This design comes from an exercise in tuning for small area on the open sky130 flow, not from production work.
The RTL was checked by simulation tests, not by an equivalence proof against the original design.
No driver is modelled on the clock port, so clocking that relies on it looks cheaper here than on a real chip.
Power figures rest on the tool's default switching activity, not on a simulated workload.

==> module aukv_rf_row, before the edit <==
module aukv_rf_row
#(
  parameter int W = RF_DEF_XLEN
) (
  input  logic         i_clk,
  input  logic         i_sel1,
  input  logic         i_sel0,
  input  logic         i_hold,
  input  logic [W-1:0] i_wdata1,
  input  logic [W-1:0] i_wdata0,
  output logic [W-1:0] o_q
);
  always_ff @(posedge i_clk)
    o_q <= ({W{i_sel1}} & i_wdata1) | ({W{i_sel0}} & i_wdata0) | ({W{i_hold}} & o_q);
endmodule
==> module aukv_rf_hold, before the edit <==
module aukv_rf_hold (
  input  logic i_sel1,
  input  logic i_sel0,
  output logic o_hold
);
  assign o_hold = ~(i_sel1 | i_sel0);
endmodule
==> module aukv_gpr_regfile_mp, before the edit <==
module aukv_gpr_regfile_mp
#(
  parameter int XLEN  = RF_DEF_XLEN,
  parameter int NREGS = RF_DEF_NREGS,
  parameter int NRD   = 2,
  parameter int NWR   = 2,
  parameter int AW    = (NREGS < 2) ? 1 : $clog2(NREGS)
) (
  input  logic                i_clk,
  input  logic                i_rst,
  input  logic [NRD*AW-1:0]   i_rs_addr,
  output logic [NRD*XLEN-1:0] o_rs_data,
  output logic [NRD-1:0]      o_rs_ready,
  input  logic [NWR-1:0]      i_we,
  input  logic [NWR*AW-1:0]   i_rd_addr,
  input  logic [NWR*XLEN-1:0] i_wdata,
  input  logic                i_alloc,
  input  logic [AW-1:0]       i_alloc_addr,
  output logic [NREGS-1:0]    o_pending
);
  logic [XLEN-1:0]  w_q [NREGS];
  logic [NREGS-1:1] r_valid;
  logic [NREGS-1:0] w_hit1, w_hit0;
  logic             w_we0_eff;
  assign w_we0_eff = i_we[0] && !(i_we[1] && (i_rd_addr[AW +: AW] == i_rd_addr[0 +: AW]));
  logic [NREGS-1:0] w_wb_any;
  logic [NREGS-1:0] w_alloc_hit;
  always_comb begin
    for (int r = 0; r < NREGS; r++) begin
      w_hit0[r]      = w_we0_eff && (i_rd_addr[0 +: AW] == AW'(r));
      w_hit1[r]      = i_we[1] && (i_rd_addr[AW +: AW] == AW'(r));
      w_alloc_hit[r] = i_alloc && (i_alloc_addr == AW'(r));
    end
    w_wb_any = w_hit0 | w_hit1;
  end
  aukv_rf_scoreboard #(
    .NREGS (NREGS),
    .NWR   (NWR),
    .AW    (AW)
  ) u_scoreboard (
    .i_clk        (i_clk),
    .i_rst        (i_rst),
    .i_wb_keep    (~w_wb_any),
    .i_alloc_hit  (w_alloc_hit),
    .o_pending    (o_pending)
  );
  assign w_q[0] = '0;
  localparam int HX = XLEN / 2;
  for (genvar r = 1; r < NREGS; r++) begin : g_row
    logic hold_lo;
    aukv_rf_hold u_hold_lo (.i_sel1 (w_hit1[r]), .i_sel0 (w_hit0[r]), .o_hold (hold_lo));
    aukv_rf_row #(.W(HX)) u_lo (
      .i_clk    (i_clk),
      .i_sel1   (w_hit1[r]),
      .i_sel0   (w_hit0[r]),
      .i_hold   (hold_lo),
      .i_wdata1 (i_wdata[XLEN +: HX]),
      .i_wdata0 (i_wdata[0 +: HX]),
      .o_q      (w_q[r][HX-1:0])
    );
    logic hold_hi;
    aukv_rf_hold u_hold_hi (.i_sel1 (w_hit1[r]), .i_sel0 (w_hit0[r]), .o_hold (hold_hi));
    aukv_rf_row #(.W(XLEN - HX)) u_hi (
      .i_clk    (i_clk),
      .i_sel1   (w_hit1[r]),
      .i_sel0   (w_hit0[r]),
      .i_hold   (hold_hi),
      .i_wdata1 (i_wdata[XLEN + HX +: XLEN - HX]),
      .i_wdata0 (i_wdata[HX +: XLEN - HX]),
      .o_q      (w_q[r][XLEN-1:HX])
    );
  end
  always_ff @(posedge i_clk or posedge i_rst) begin
    if (i_rst) r_valid <= '0;
    else       r_valid <= r_valid | w_wb_any[NREGS-1:1];
  end
  for (genvar k = 0; k < NRD; k++) begin : g_rd
    logic [AW-1:0]    a;
    logic             byp1, byp0, byp;
    logic [NREGS+1:0] sel;
    assign a    = i_rs_addr[k*AW +: AW];
    assign byp1 = i_we[1] && (i_rd_addr[AW +: AW] == a) && (a != AW'(RF_ZERO_REG));
    assign byp0 = i_we[0] && (i_rd_addr[0 +: AW] == a) && (a != AW'(RF_ZERO_REG));
    assign byp  = byp1 | byp0;
    logic pend;
    aukv_rf_rddec #(.NREGS(NREGS), .AW(AW)) u_dec (
      .i_addr (a), .i_kill (byp), .i_valid (r_valid), .i_pending (o_pending[NREGS-1:1]),
      .o_sel (sel[NREGS-1:1]), .o_pending (pend)
    );
    always_comb begin
      sel[0]       = byp0 & ~byp1;
      sel[NREGS]   = byp1;
      sel[NREGS+1] = 1'b0;
    end
    for (genvar b = 0; b < XLEN; b++) begin : g_bit
      logic [NREGS+1:0] d;
      always_comb begin
        for (int r = 1; r < NREGS; r++) d[r] = w_q[r][b];
        d[0]       = i_wdata[b];
        d[NREGS]   = i_wdata[XLEN + b];
        d[NREGS+1] = 1'b0;
      end
      aukv_rf_rdbit #(.N(NREGS+1)) u_bit (.i_sel(sel[NREGS:0]), .i_d(d[NREGS:0]), .o_y(o_rs_data[k*XLEN + b]));
    end
    assign o_rs_ready[k] = ~pend | (byp & ~(i_alloc && (i_alloc_addr == a)));
  end
endmodule
clock: 8.0 ns
lec_check: 0
cap_margin: 20
core_margin: 2
core_utilization: 30
place_density: 0.4
setup_slack_margin: 0.3
slew_margin: 20
synth_hierarchical: 1
synth_minimum_keep_size: 0
standard.sh (not shown) runs the stock make flow with config.mk's settings and CLKGATE_MAP_FILE= SYNTH_SCRIPT=/design/flow/synth_recipe.tcl, a recipe that flattens the netlist after the stock synthesis.
==> flow/flow/run.sh <==
#!/bin/bash
set -euo pipefail
here=$(pwd)
export BUFFER_PORTS_ARGS="-buffer_cell sky130_fd_sc_hd__buf_1"
bash standard.sh place > "$here/flow_place.log" 2>&1

export R="$here/orfs/results/$FLOW_PLATFORM/aukv_gpr_regfile_mp/base"
base="-sink_clustering_enable -repair_clock_nets -dont_use_dummy_load"
cands=("clkbuf_16 28 100" "clkbuf_16 24 100" "clkbuf_16 24 80" "clkbuf_16 20 80" "clkbuf_16 16 60" "clkbuf_16 12 50" "clkbuf_8 16 70" "clkbuf_8 12 60" "clkbuf_4 10 50")
i=0
for c in "${cands[@]}"; do
  set -- $c
  TRY_CTS_ARGS="$base -buf_list sky130_fd_sc_hd__$1 -sink_clustering_size $2 -sink_clustering_max_diameter $3" \
    openroad -no_init -exit flow/cts_try.tcl > "$here/cts_try_$i.log" 2>&1 &
  i=$((i+1))
  if (( i % 3 == 0 )); then wait; fi
done
wait
best=""; best_area=""
i=0
for c in "${cands[@]}"; do
  line=$(grep '^RESULT' "$here/cts_try_$i.log" || true)
  if [[ -n "$line" ]]; then
    set -- $line
    area=$2; slew=$3
    echo "cluster $c: area $area slew $slew" >> "$here/cts_choice.log"
    if awk -v s="$slew" 'BEGIN{exit !(s <= 0.115)}'; then
      if [[ -z "$best" ]] || awk -v a="$area" -v b="$best_area" 'BEGIN{exit !(a < b)}'; then
        best="$c"; best_area=$area
      fi
    fi
  fi
  i=$((i+1))
done
if [[ -n "$best" ]]; then
  set -- $best
  export CTS_ARGS="$base -buf_list sky130_fd_sc_hd__$1 -sink_clustering_size $2 -sink_clustering_max_diameter $3"
else
  export CTS_ARGS="-sink_clustering_enable -repair_clock_nets"
fi
echo "CTS_ARGS=$CTS_ARGS" >> "$here/cts_choice.log"
bash standard.sh > "$here/flow_finish.log" 2>&1
==> flow/flow/cts_try.tcl <==
# Trial CTS on the placed design (nothing is written back): prints the clock
# buffer area it adds and the worst flip-flop clock-pin slew, from placement
# parasitics.
set plat $::env(FLOW_HOME)/platforms/$::env(FLOW_PLATFORM)
foreach lib [glob $plat/lib/sky130_fd_sc_hd__tt_025C_1v80.lib] { read_liberty $lib }
read_db $::env(R)/3_place.odb
read_sdc $::env(R)/3_place.sdc
source $plat/setRC.tcl
proc cell_area {} {
  set a 0
  foreach inst [[ord::get_db_block] getInsts] {
    set m [$inst getMaster]
    if {![$m isFiller] && [$m getType] ne "CORE_WELLTAP"} { set a [expr {$a + [$m getWidth]*[$m getHeight]/1e6}] }
  }
  return $a
}
set a0 [cell_area]
clock_tree_synthesis {*}$::env(TRY_CTS_ARGS)
set_propagated_clock [all_clocks]
estimate_parasitics -placement
set mx 0
foreach p [get_pins -hierarchical */CLK] { set s [get_property $p slew_max]; if {$s > $mx} {set mx $s} }
puts [format "RESULT %.1f %.4f" [expr {[cell_area]-$a0}] $mx]
Next try:
--- a/flow/design.v
+++ b/flow/design.v
@@ -31,23 +31,16 @@
 module aukv_rf_row
 #(
-  parameter int W = RF_DEF_XLEN
+  parameter int XLEN = RF_DEF_XLEN
 ) (
-  input  logic         i_clk,
-  input  logic         i_sel1,
-  input  logic         i_sel0,
-  input  logic         i_hold,
-  input  logic [W-1:0] i_wdata1,
-  input  logic [W-1:0] i_wdata0,
-  output logic [W-1:0] o_q
+  input  logic            i_clk,
+  input  logic            i_sel1,
+  input  logic            i_sel0,
+  input  logic            i_hold,
+  input  logic [XLEN-1:0] i_wdata1,
+  input  logic [XLEN-1:0] i_wdata0,
+  output logic [XLEN-1:0] o_q
 );
   always_ff @(posedge i_clk)
-    o_q <= ({W{i_sel1}} & i_wdata1) | ({W{i_sel0}} & i_wdata0) | ({W{i_hold}} & o_q);
-endmodule
-module aukv_rf_hold (
-  input  logic i_sel1,
-  input  logic i_sel0,
-  output logic o_hold
-);
-  assign o_hold = ~(i_sel1 | i_sel0);
+    o_q <= ({XLEN{i_sel1}} & i_wdata1) | ({XLEN{i_sel0}} & i_wdata0) | ({XLEN{i_hold}} & o_q);
 endmodule
 module aukv_rf_aoi3 (
@@ -126,11 +119,9 @@
   logic [NREGS-1:1] r_valid;
   logic [NREGS-1:0] w_hit1, w_hit0;
-  logic             w_we0_eff;
-  assign w_we0_eff = i_we[0] && !(i_we[1] && (i_rd_addr[AW +: AW] == i_rd_addr[0 +: AW]));
   logic [NREGS-1:0] w_wb_any;
   logic [NREGS-1:0] w_alloc_hit;
   always_comb begin
     for (int r = 0; r < NREGS; r++) begin
-      w_hit0[r]      = w_we0_eff && (i_rd_addr[0 +: AW] == AW'(r));
+      w_hit0[r]      = i_we[0] && (i_rd_addr[0 +: AW] == AW'(r));
       w_hit1[r]      = i_we[1] && (i_rd_addr[AW +: AW] == AW'(r));
       w_alloc_hit[r] = i_alloc && (i_alloc_addr == AW'(r));
@@ -150,27 +141,13 @@
   );
   assign w_q[0] = '0;
-  localparam int HX = XLEN / 2;
   for (genvar r = 1; r < NREGS; r++) begin : g_row
-    logic hold_lo;
-    aukv_rf_hold u_hold_lo (.i_sel1 (w_hit1[r]), .i_sel0 (w_hit0[r]), .o_hold (hold_lo));
-    aukv_rf_row #(.W(HX)) u_lo (
+    aukv_rf_row #(.XLEN(XLEN)) u_row (
       .i_clk    (i_clk),
       .i_sel1   (w_hit1[r]),
-      .i_sel0   (w_hit0[r]),
-      .i_hold   (hold_lo),
-      .i_wdata1 (i_wdata[XLEN +: HX]),
-      .i_wdata0 (i_wdata[0 +: HX]),
-      .o_q      (w_q[r][HX-1:0])
-    );
-    logic hold_hi;
-    aukv_rf_hold u_hold_hi (.i_sel1 (w_hit1[r]), .i_sel0 (w_hit0[r]), .o_hold (hold_hi));
-    aukv_rf_row #(.W(XLEN - HX)) u_hi (
-      .i_clk    (i_clk),
-      .i_sel1   (w_hit1[r]),
-      .i_sel0   (w_hit0[r]),
-      .i_hold   (hold_hi),
-      .i_wdata1 (i_wdata[XLEN + HX +: XLEN - HX]),
-      .i_wdata0 (i_wdata[HX +: XLEN - HX]),
-      .o_q      (w_q[r][XLEN-1:HX])
+      .i_sel0   (w_hit0[r] & ~w_hit1[r]),
+      .i_hold   (~w_wb_any[r]),
+      .i_wdata1 (i_wdata[XLEN +: XLEN]),
+      .i_wdata0 (i_wdata[0 +: XLEN]),
+      .o_q      (w_q[r])
     );
   end
Effect:
- count of clock-buffer cells in the layout increases by 3
- setup slack gets better by 0.22 ns
- synthesized area is higher slightly
- synthesized cell count rises slightly
- cell count fell slightly
- worst hold slack is better by 0.010 ns
- design area decreases slightly
- non-clock buffer count shrinks by 31
- global-route usage climbs by 2.5 points
- via count rose slightly
- clock skew is unchanged
- clock power rises by a few percent
- core utilization shrinks by 0.64 points

[separate check: timing with driven ports]
How much do the figures lean on ideal ports? The routed layouts below were timed once more, with nothing changed but the port constraints. Step 1: set_driving_cell puts a clkbuf_16 on i_clk and a buf_2 on each other input, an assumption about the parent block. Step 2 also shifts input and output timing later by t, the mid clock arrival at the registers, as if the neighbouring blocks saw the same clock. Slacks: ideal / step 1 / step 2; pairs: ideal / step 1.
| run | shift t [ns] | setup WS [ns] | latest minus earliest clock arrival (ns) |
|---|---|---|---|
| the first run | 0.782 | 0.236 / 0.214 / 0.214 | 0.081 / 0.081 |
| the second run | 0.803 | 0.459 / 0.436 / 0.436 | 0.094 / 0.095 |
After both steps setup and hold are still met in every run listed. For the second run, which loses most, drivers alone change the setup slack by -0.023 ns; drivers and shift together by -0.023 ns.
